This is an optimization exercise on Yosys and OpenROAD, whose aim is small area and a short achievable clock period, not a production implementation.
RTL that was checked went through simulation tests only; none was proved equivalent to the original.
No activity file was given, so power comes from the tool's default toggle rates.

## oak
==> module fft_frame_buffer, before the edit <==
module fft_frame_buffer #(
  parameter int unsigned DATA_W = 16,
  parameter int unsigned N_LOG2 = 6
) (
  input  logic              clk,
  input  logic              rst,
  input  logic [DATA_W-1:0] sample_in,
  input  logic              sample_valid,
  input  logic              frame_ready,
  output logic [DATA_W-1:0] dataOut,
  output logic              FFT_en,
  output logic              frame_start,
  output logic              overflow
);
  localparam int unsigned N = 1 << N_LOG2;
  localparam int unsigned R = 8;    
  logic                state_q;
  logic [1:0]          full_q, full_d;
  logic                wr_bank_q, rd_bank_q;
  logic [N_LOG2-1:0]   wr_idx_q, rd_idx_q;
  logic                start_c, issue_c, last_c;
  logic                bank_free_c, accept_c, drop_c, wr_last_c;
  logic [DATA_W-1:0]   ring_q [2][R][R];    
  logic [DATA_W-1:0]   stg_q [R];           
  logic [2:0]          t_q;                 
  logic [2:0]          u_c;                 
  logic                eq0_c, eq1_c;
  logic                ins_c [2][R];
  logic                odd_q;               
  logic [R/2-1:0]      tp_q;                
  logic [2*R-1:0]      sel_q;               
  logic [N_LOG2-1:0]   ti_c;
  logic                tb_c;
  logic [DATA_W-1:0]   tap_c, dly_q;
  function automatic logic [2:0] rev3(input logic [2:0] a);
    rev3 = {a[0], a[1], a[2]};
  endfunction
  always_comb begin
    issue_c     = state_q;
    last_c      = state_q && (rd_idx_q == N_LOG2'(N - 1));
    start_c     = !state_q && full_q[rd_bank_q] && frame_ready;
    bank_free_c = !full_q[wr_bank_q] || (last_c && (rd_bank_q == wr_bank_q));
    accept_c    = sample_valid && bank_free_c;
    drop_c      = sample_valid && !bank_free_c;
    wr_last_c   = accept_c && (wr_idx_q == N_LOG2'(N - 1));
  end
  always_comb begin
    full_d = full_q;
    for (int b = 0; b < 2; b++) begin
      if (last_c && (rd_bank_q == 1'(b))) begin
        full_d[b] = 1'b0;
      end
      if (wr_last_c && (wr_bank_q == 1'(b))) begin
        full_d[b] = 1'b1;
      end
    end
  end
  always_ff @(posedge clk) begin
    if (rst) begin
      state_q   <= 1'b0;
      full_q    <= '0;
      wr_bank_q <= 1'b0;
      wr_idx_q  <= '0;
      rd_bank_q <= 1'b0;
      rd_idx_q  <= '0;
      overflow  <= 1'b0;
    end else begin
      full_q <= full_d;
      if (start_c) begin
        state_q <= 1'b1;
      end else if (last_c) begin
        state_q <= 1'b0;
      end
      if (accept_c) begin
        wr_idx_q <= wr_idx_q + N_LOG2'(1);
        if (wr_last_c) begin
          wr_bank_q <= ~wr_bank_q;
        end
      end
      if (drop_c) begin
        overflow <= 1'b1;
      end
      if (start_c) begin
        rd_idx_q <= '0;
      end else if (issue_c) begin
        rd_idx_q <= rd_idx_q + N_LOG2'(1);
      end
      if (last_c) begin
        rd_bank_q <= ~rd_bank_q;
      end
    end
  end
  always_ff @(posedge clk) begin
    for (int r = 0; r < R; r++) begin
      if (accept_c && (wr_idx_q[2:0] == 3'(r))) begin
        stg_q[r] <= sample_in;
      end
    end
  end
  always_ff @(posedge clk) begin
    t_q <= t_q + 3'd1;
  end
  always_comb begin
    u_c   = rev3(t_q + 3'd1);
    eq0_c = (wr_idx_q[5:3] == u_c);
    eq1_c = (wr_idx_q[5:3] == u_c + 3'd1);
    for (int r = 0; r < R; r++) begin
      logic older, dbank;
      older = (3'(r) >= wr_idx_q[2:0]);
      dbank = wr_bank_q ^ (older && (wr_idx_q[5:3] == 3'd0));
      for (int b = 0; b < 2; b++) begin
        ins_c[b][r] = (dbank == 1'(b)) && (older ? eq1_c : eq0_c);
      end
    end
  end
  always_ff @(posedge clk) begin
    for (int b = 0; b < 2; b++) begin
      for (int r = 0; r < R; r++) begin
        for (int p = 1; p < R; p++) begin
          ring_q[b][r][p] <= ring_q[b][r][p-1];
        end
        ring_q[b][r][0] <= ins_c[b][r] ? stg_q[r] : ring_q[b][r][R-1];
      end
    end
  end
  always_ff @(posedge clk) begin
    if (start_c) begin
      odd_q <= ~t_q[0];
    end
  end
  always_comb begin
    if (state_q && !last_c) begin
      ti_c = rd_idx_q + (odd_q ? N_LOG2'(2) : N_LOG2'(1));
    end else begin
      ti_c = '0;
    end
    tb_c = rd_bank_q ^ last_c;
  end
  always_ff @(posedge clk) begin
    for (int p = 0; p < R / 2; p++) begin
      if (!(state_q && !last_c)) begin
        tp_q[p] <= (t_q[2:1] + 2'(t_q[0]) == 2'(p));
      end
    end
    for (int b = 0; b < 2; b++) begin
      for (int r = 0; r < R; r++) begin
        sel_q[b*R + r] <= (tb_c == 1'(b)) && (rev3(ti_c[5:3]) == 3'(r));
      end
    end
  end
  always_comb begin
    tap_c = '0;
    for (int p = 0; p < R / 2; p++) begin
      logic [DATA_W-1:0] x;
      x = '0;
      for (int b = 0; b < 2; b++) begin
        for (int r = 0; r < R; r++) begin
          x = x | (ring_q[b][r][2*p] & {DATA_W{sel_q[b*R + r]}});
        end
      end
      tap_c = tap_c | (x & {DATA_W{tp_q[p]}});
    end
  end
  always_ff @(posedge clk) begin
    dly_q   <= tap_c;
    dataOut <= (state_q && !odd_q) ? tap_c : dly_q;
    if (rst) begin
      FFT_en      <= 1'b0;
      frame_start <= 1'b0;
    end else begin
      FFT_en      <= issue_c;
      frame_start <= issue_c && (rd_idx_q == '0);
    end
  end
endmodule
==> flow/config.mk <==
export PLATFORM = sky130hd
export DESIGN_NAME = fft_frame_buffer
export DESIGN_NICKNAME = fft_frame_buffer
export VERILOG_FILES = /design/flow/design.v
export SDC_FILE = /design/flow/constraint.sdc
export NUM_CORES = 4
export LEC_CHECK = 0
export CAP_MARGIN = 20
export CORE_MARGIN = 2
export CORE_UTILIZATION = 40
export PLACE_DENSITY = 0.6
export SLEW_MARGIN = 20
==> flow/constraint.sdc <==
create_clock -name core_clock -period 4.5 [get_ports {clk}]
set_input_delay 0.9000 -clock core_clock [delete_from_list [all_inputs] [get_ports {clk}]]
set_output_delay 0.9000 -clock core_clock [all_outputs]
set_load 0.01 [all_outputs]
run.sh (not shown) runs the stock make flow with config.mk's settings and CLKGATE_MAP_FILE= SYNTH_SCRIPT=/design/flow/synth_recipe.tcl, a recipe that flattens the netlist after the stock synthesis.
--- input diff oak..pine ---
diff --git a/flow/design.v b/flow/design.v
--- a/flow/design.v
+++ b/flow/design.v
@@ -25,14 +25,14 @@
   logic [2:0]          t_q;                 
   logic [2:0]          u_c;                 
   logic                eq0_c, eq1_c;
   logic                ins_c [2][R];
   logic                odd_q;               
-  logic [R/2-1:0]      tp_q;                
-  logic [2*R-1:0]      sel_q;               
+  logic [1:0]          tpos_q;              
+  logic [1:0]          tp_c;
   logic [N_LOG2-1:0]   ti_c;
-  logic                tb_c;
+  logic [2:0]          tring_c;
   logic [DATA_W-1:0]   tap_c, dly_q;
   function automatic logic [2:0] rev3(input logic [2:0] a);
     rev3 = {a[0], a[1], a[2]};
   endfunction
   always_comb begin
@@ -123,44 +123,28 @@
       end
     end
   end
   always_ff @(posedge clk) begin
     if (start_c) begin
-      odd_q <= ~t_q[0];
+      odd_q  <= ~t_q[0];
+      tpos_q <= t_q[2:1] + 2'(t_q[0]);
     end
   end
   always_comb begin
-    if (state_q && !last_c) begin
-      ti_c = rd_idx_q + (odd_q ? N_LOG2'(2) : N_LOG2'(1));
-    end else begin
-      ti_c = '0;
-    end
-    tb_c = rd_bank_q ^ last_c;
-  end
-  always_ff @(posedge clk) begin
-    for (int p = 0; p < R / 2; p++) begin
-      if (!(state_q && !last_c)) begin
-        tp_q[p] <= (t_q[2:1] + 2'(t_q[0]) == 2'(p));
-      end
-    end
+    tp_c    = state_q ? tpos_q : t_q[2:1];
+    ti_c    = !state_q ? '0 : (odd_q ? rd_idx_q + N_LOG2'(1) : rd_idx_q);
+    tring_c = rev3(ti_c[5:3]);
+    tap_c   = '0;
     for (int b = 0; b < 2; b++) begin
       for (int r = 0; r < R; r++) begin
-        sel_q[b*R + r] <= (tb_c == 1'(b)) && (rev3(ti_c[5:3]) == 3'(r));
+        logic [DATA_W-1:0] x;
+        x = '0;
+        for (int p = 0; p < R / 2; p++) begin
+          x = x | (ring_q[b][r][2*p] & {DATA_W{tp_c == 2'(p)}});
+        end
+        tap_c = tap_c | (x & {DATA_W{rd_bank_q == 1'(b) && tring_c == 3'(r)}});
       end
-    end
-  end
-  always_comb begin
-    tap_c = '0;
-    for (int p = 0; p < R / 2; p++) begin
-      logic [DATA_W-1:0] x;
-      x = '0;
-      for (int b = 0; b < 2; b++) begin
-        for (int r = 0; r < R; r++) begin
-          x = x | (ring_q[b][r][2*p] & {DATA_W{sel_q[b*R + r]}});
-        end
-      end
-      tap_c = tap_c | (x & {DATA_W{tp_q[p]}});
     end
   end
   always_ff @(posedge clk) begin
     dly_q   <= tap_c;
     dataOut <= (state_q && !odd_q) ? tap_c : dly_q;
Results
Proportion of power drawn by combinational gates, pine and oak: smaller value in pine. pine did not stop at any stage, and its layout met the timing, DRC and antenna checks. Delta (pine minus oak): total iterations of the first detailed-routing run went up, worst slack after detailed placement went down, synthesized cell count went down, total placed instance area went up. Per the comparison of pine with oak, wire length on met1 lower, post-synthesis share of cell area spent on and, or, nand and nor gates went down 0.27 points, area growth from synthesis to final layout higher.
Function not checked in oak: the RTL went through the layout flow alone.

* * *

Another version of the RTL of fft_frame_buffer (not shown whole).
For scale: ~2300 flip-flops, about 39 I/O pins.
==> module fft_frame_buffer, before the edit <==
module fft_frame_buffer #(
  parameter int unsigned DATA_W = 16,
  parameter int unsigned N_LOG2 = 6
) (
  input  logic              clk,
  input  logic              rst,
  input  logic [DATA_W-1:0] sample_in,
  input  logic              sample_valid,
  input  logic              frame_ready,
  output logic [DATA_W-1:0] dataOut,
  output logic              FFT_en,
  output logic              frame_start,
  output logic              overflow
);
  localparam int unsigned N = 1 << N_LOG2;
  localparam int unsigned R = 8;    
  logic                state_q;
  logic [1:0]          full_q, full_d;
  logic                wr_bank_q, rd_bank_q;
  logic [N_LOG2-1:0]   wr_idx_q, rd_idx_q;
  logic                start_c, issue_c, last_c;
  logic                bank_free_c, accept_c, drop_c, wr_last_c;
  logic [DATA_W-1:0]   ring_q [2][R][R];    
  logic [DATA_W-1:0]   stg_q [R];           
  logic [2:0]          t_q;                 
  logic [2:0]          un_q, un1_q;
  logic                eq0_c, eq1_c;
  logic [DATA_W-1:0]   sin_q;               
  logic                we_q;
  logic [2:0]          wq_q;                
  logic [2*R-1:0]      ins_q;               
  logic                podd_c;              
  logic [R/2-1:0]      tp_q;                
  logic [2*R-1:0]      sel_q;               
  logic [DATA_W-1:0]   tap_c, dly1_q, dly2_q;
  function automatic logic [2:0] rev3(input logic [2:0] a);
    rev3 = {a[0], a[1], a[2]};
  endfunction
  always_comb begin
    issue_c     = state_q;
    last_c      = state_q && (rd_idx_q == N_LOG2'(N - 1));
    start_c     = !state_q && full_q[rd_bank_q] && frame_ready;
    bank_free_c = !full_q[wr_bank_q] || (last_c && (rd_bank_q == wr_bank_q));
    accept_c    = sample_valid && bank_free_c;
    drop_c      = sample_valid && !bank_free_c;
    wr_last_c   = accept_c && (wr_idx_q == N_LOG2'(N - 1));
  end
  always_comb begin
    full_d = full_q;
    for (int b = 0; b < 2; b++) begin
      if (last_c && (rd_bank_q == 1'(b))) begin
        full_d[b] = 1'b0;
      end
      if (wr_last_c && (wr_bank_q == 1'(b))) begin
        full_d[b] = 1'b1;
      end
    end
  end
  always_ff @(posedge clk) begin
    if (rst) begin
      state_q   <= 1'b0;
      full_q    <= '0;
      wr_bank_q <= 1'b0;
      wr_idx_q  <= '0;
      rd_bank_q <= 1'b0;
      rd_idx_q  <= '0;
      overflow  <= 1'b0;
    end else begin
      full_q <= full_d;
      if (start_c) begin
        state_q <= 1'b1;
      end else if (last_c) begin
        state_q <= 1'b0;
      end
      if (accept_c) begin
        wr_idx_q <= wr_idx_q + N_LOG2'(1);
        if (wr_last_c) begin
          wr_bank_q <= ~wr_bank_q;
        end
      end
      if (drop_c) begin
        overflow <= 1'b1;
      end
      if (start_c) begin
        rd_idx_q <= '0;
      end else if (issue_c) begin
        rd_idx_q <= rd_idx_q + N_LOG2'(1);
      end
      if (last_c) begin
        rd_bank_q <= ~rd_bank_q;
      end
    end
  end
  always_ff @(posedge clk) begin
    sin_q <= sample_in;
    we_q  <= accept_c && !rst;
    wq_q  <= wr_idx_q[2:0];
    for (int r = 0; r < R; r++) begin
      if (we_q && (wq_q == 3'(r))) begin
        stg_q[r] <= sin_q;
      end
    end
  end
  always_ff @(posedge clk) begin
    t_q   <= rst ? 3'd0 : t_q + 3'd1;
    un_q  <= rev3(t_q + 3'd3);
    un1_q <= rev3(t_q + 3'd3) + 3'd1;
  end
  always_comb begin
    eq0_c = (wr_idx_q[5:3] == un_q);
    eq1_c = (wr_idx_q[5:3] == un1_q);
  end
  always_ff @(posedge clk) begin
    for (int r = 0; r < R; r++) begin
      logic older, dbank;
      older = (3'(r) >= wr_idx_q[2:0]);
      dbank = wr_bank_q ^ (older && (wr_idx_q[5:3] == 3'd0));
      for (int b = 0; b < 2; b++) begin
        ins_q[b*R + r] <= (dbank == 1'(b)) && (older ? eq1_c : eq0_c);
      end
    end
  end
  always_ff @(posedge clk) begin
    for (int b = 0; b < 2; b++) begin
      for (int r = 0; r < R; r++) begin
        for (int p = 1; p < R; p++) begin
          ring_q[b][r][p] <= ring_q[b][r][p-1];
        end
        ring_q[b][r][0] <= ins_q[b*R + r] ? stg_q[r] : ring_q[b][r][R-1];
      end
    end
  end
  assign podd_c = t_q[0] ^ rd_idx_q[0];
  always_ff @(posedge clk) begin
    logic       cont;
    logic [2:0] p, q;
    logic [N_LOG2:0] w;
    logic       tb;
    logic [2:0] tr, pn;
    cont = state_q && !last_c;
    p    = t_q - rd_idx_q[2:0];
    q    = p - 3'd1;
    w    = {1'b0, rd_idx_q} + (podd_c ? 7'd2 : 7'd3);
    if (cont && !w[N_LOG2]) begin
      tb = rd_bank_q;
      tr = rev3(w[5:3]);
      pn = q;
    end else if (cont) begin
      tb = !rd_bank_q;
      tr = 3'd0;
      pn = t_q + 3'd1;
    end else begin
      tb = rd_bank_q ^ last_c;
      tr = 3'd0;
      pn = start_c ? t_q : t_q + 3'd1;
    end
    for (int i = 0; i < R / 2; i++) begin
      tp_q[i] <= (pn[2:1] == 2'(i));
    end
    for (int b = 0; b < 2; b++) begin
      for (int r = 0; r < R; r++) begin
        sel_q[b*R + r] <= (tb == 1'(b)) && (tr == 3'(r));
      end
    end
  end
  always_comb begin
    tap_c = '0;
    for (int p = 0; p < R / 2; p++) begin
      logic [DATA_W-1:0] x;
      x = '0;
      for (int b = 0; b < 2; b++) begin
        for (int r = 0; r < R; r++) begin
          x = x | (ring_q[b][r][2*p] & {DATA_W{sel_q[b*R + r]}});
        end
      end
      tap_c = tap_c | (x & {DATA_W{tp_q[p]}});
    end
  end
  always_ff @(posedge clk) begin
    dly1_q  <= tap_c;
    dly2_q  <= dly1_q;
    dataOut <= podd_c ? dly1_q : dly2_q;
    if (rst) begin
      FFT_en      <= 1'b0;
      frame_start <= 1'b0;
    end else begin
      FFT_en      <= issue_c;
      frame_start <= issue_c && (rd_idx_q == '0);
    end
  end
endmodule
clock: 4.5 ns
lec_check: 0
cap_margin: 20
core_margin: 2
core_utilization: 55
cts_cluster_diameter: 80
cts_cluster_size: 30
place_density: 0.7
setup_slack_margin: 2.6
slew_margin: 20
Edit:
--- a/flow/design.v
+++ b/flow/design.v
@@ -102,7 +102,7 @@
     end
   end
   always_ff @(posedge clk) begin
-    t_q   <= rst ? 3'd0 : t_q + 3'd1;
+    t_q   <= t_q + 3'd1;
     un_q  <= rev3(t_q + 3'd3);
     un1_q <= rev3(t_q + 3'd3) + 3'd1;
   end
Result: The new run completed without violations; routed wire length went down by 3.5%; via count went down by 1.5%; worst setup slack gets better by 12 ps; design area hardly moves; sequential cell count went down by 1; count of clock-buffer cells in the layout went up by 11; cell count is about the same; global-route usage went down by 0.74 points; utilization went up by 0.17 points; worst hold slack gets worse by 3.7 ps.

afterwards: timing with drivers on the ports:
No port has a modelled driver above. Below, the same layouts with a new extraction and two added sets of constraints. Step 1, drivers: a clkbuf_16 drives clk and a buf_2 each remaining input, both assumed. Step 2 adds t to the input delays and takes it off the output delays; t is the mean of the earliest and latest rising clock arrival at the registers after step 1. Input paths then give back, and output paths get back, about the clock's delay inside the block. a / b / c = ideal ports / drivers / drivers and shift; a / b = the first two.
| run | shift t [ns] | slack for setup (ns) | worst register clock-pin slew, ns | worst data-port slew with drivers (ns) |
|---|---|---|---|---|
| oak | 0.878 | 0.978 / 0.978 / 0.978 | 0.07 / 0.07 | 0.11 |
| pine | 0.883 | 0.744 / 0.744 / 0.744 | 0.07 / 0.07 | 0.13 |
| the first run of note 2 | 0.767 | 2.404 / 2.331 / 2.031 | 0.12 / 0.12 | 0.04 |
| the second run of note 2 | 0.763 | 2.416 / 2.345 / 2.066 | 0.11 / 0.11 | 0.04 |
After both steps setup and hold are still met in every run listed. The setup slack of the first run of note 2, which loses most, moves by -0.073 ns with the drivers and by -0.373 ns with both steps.
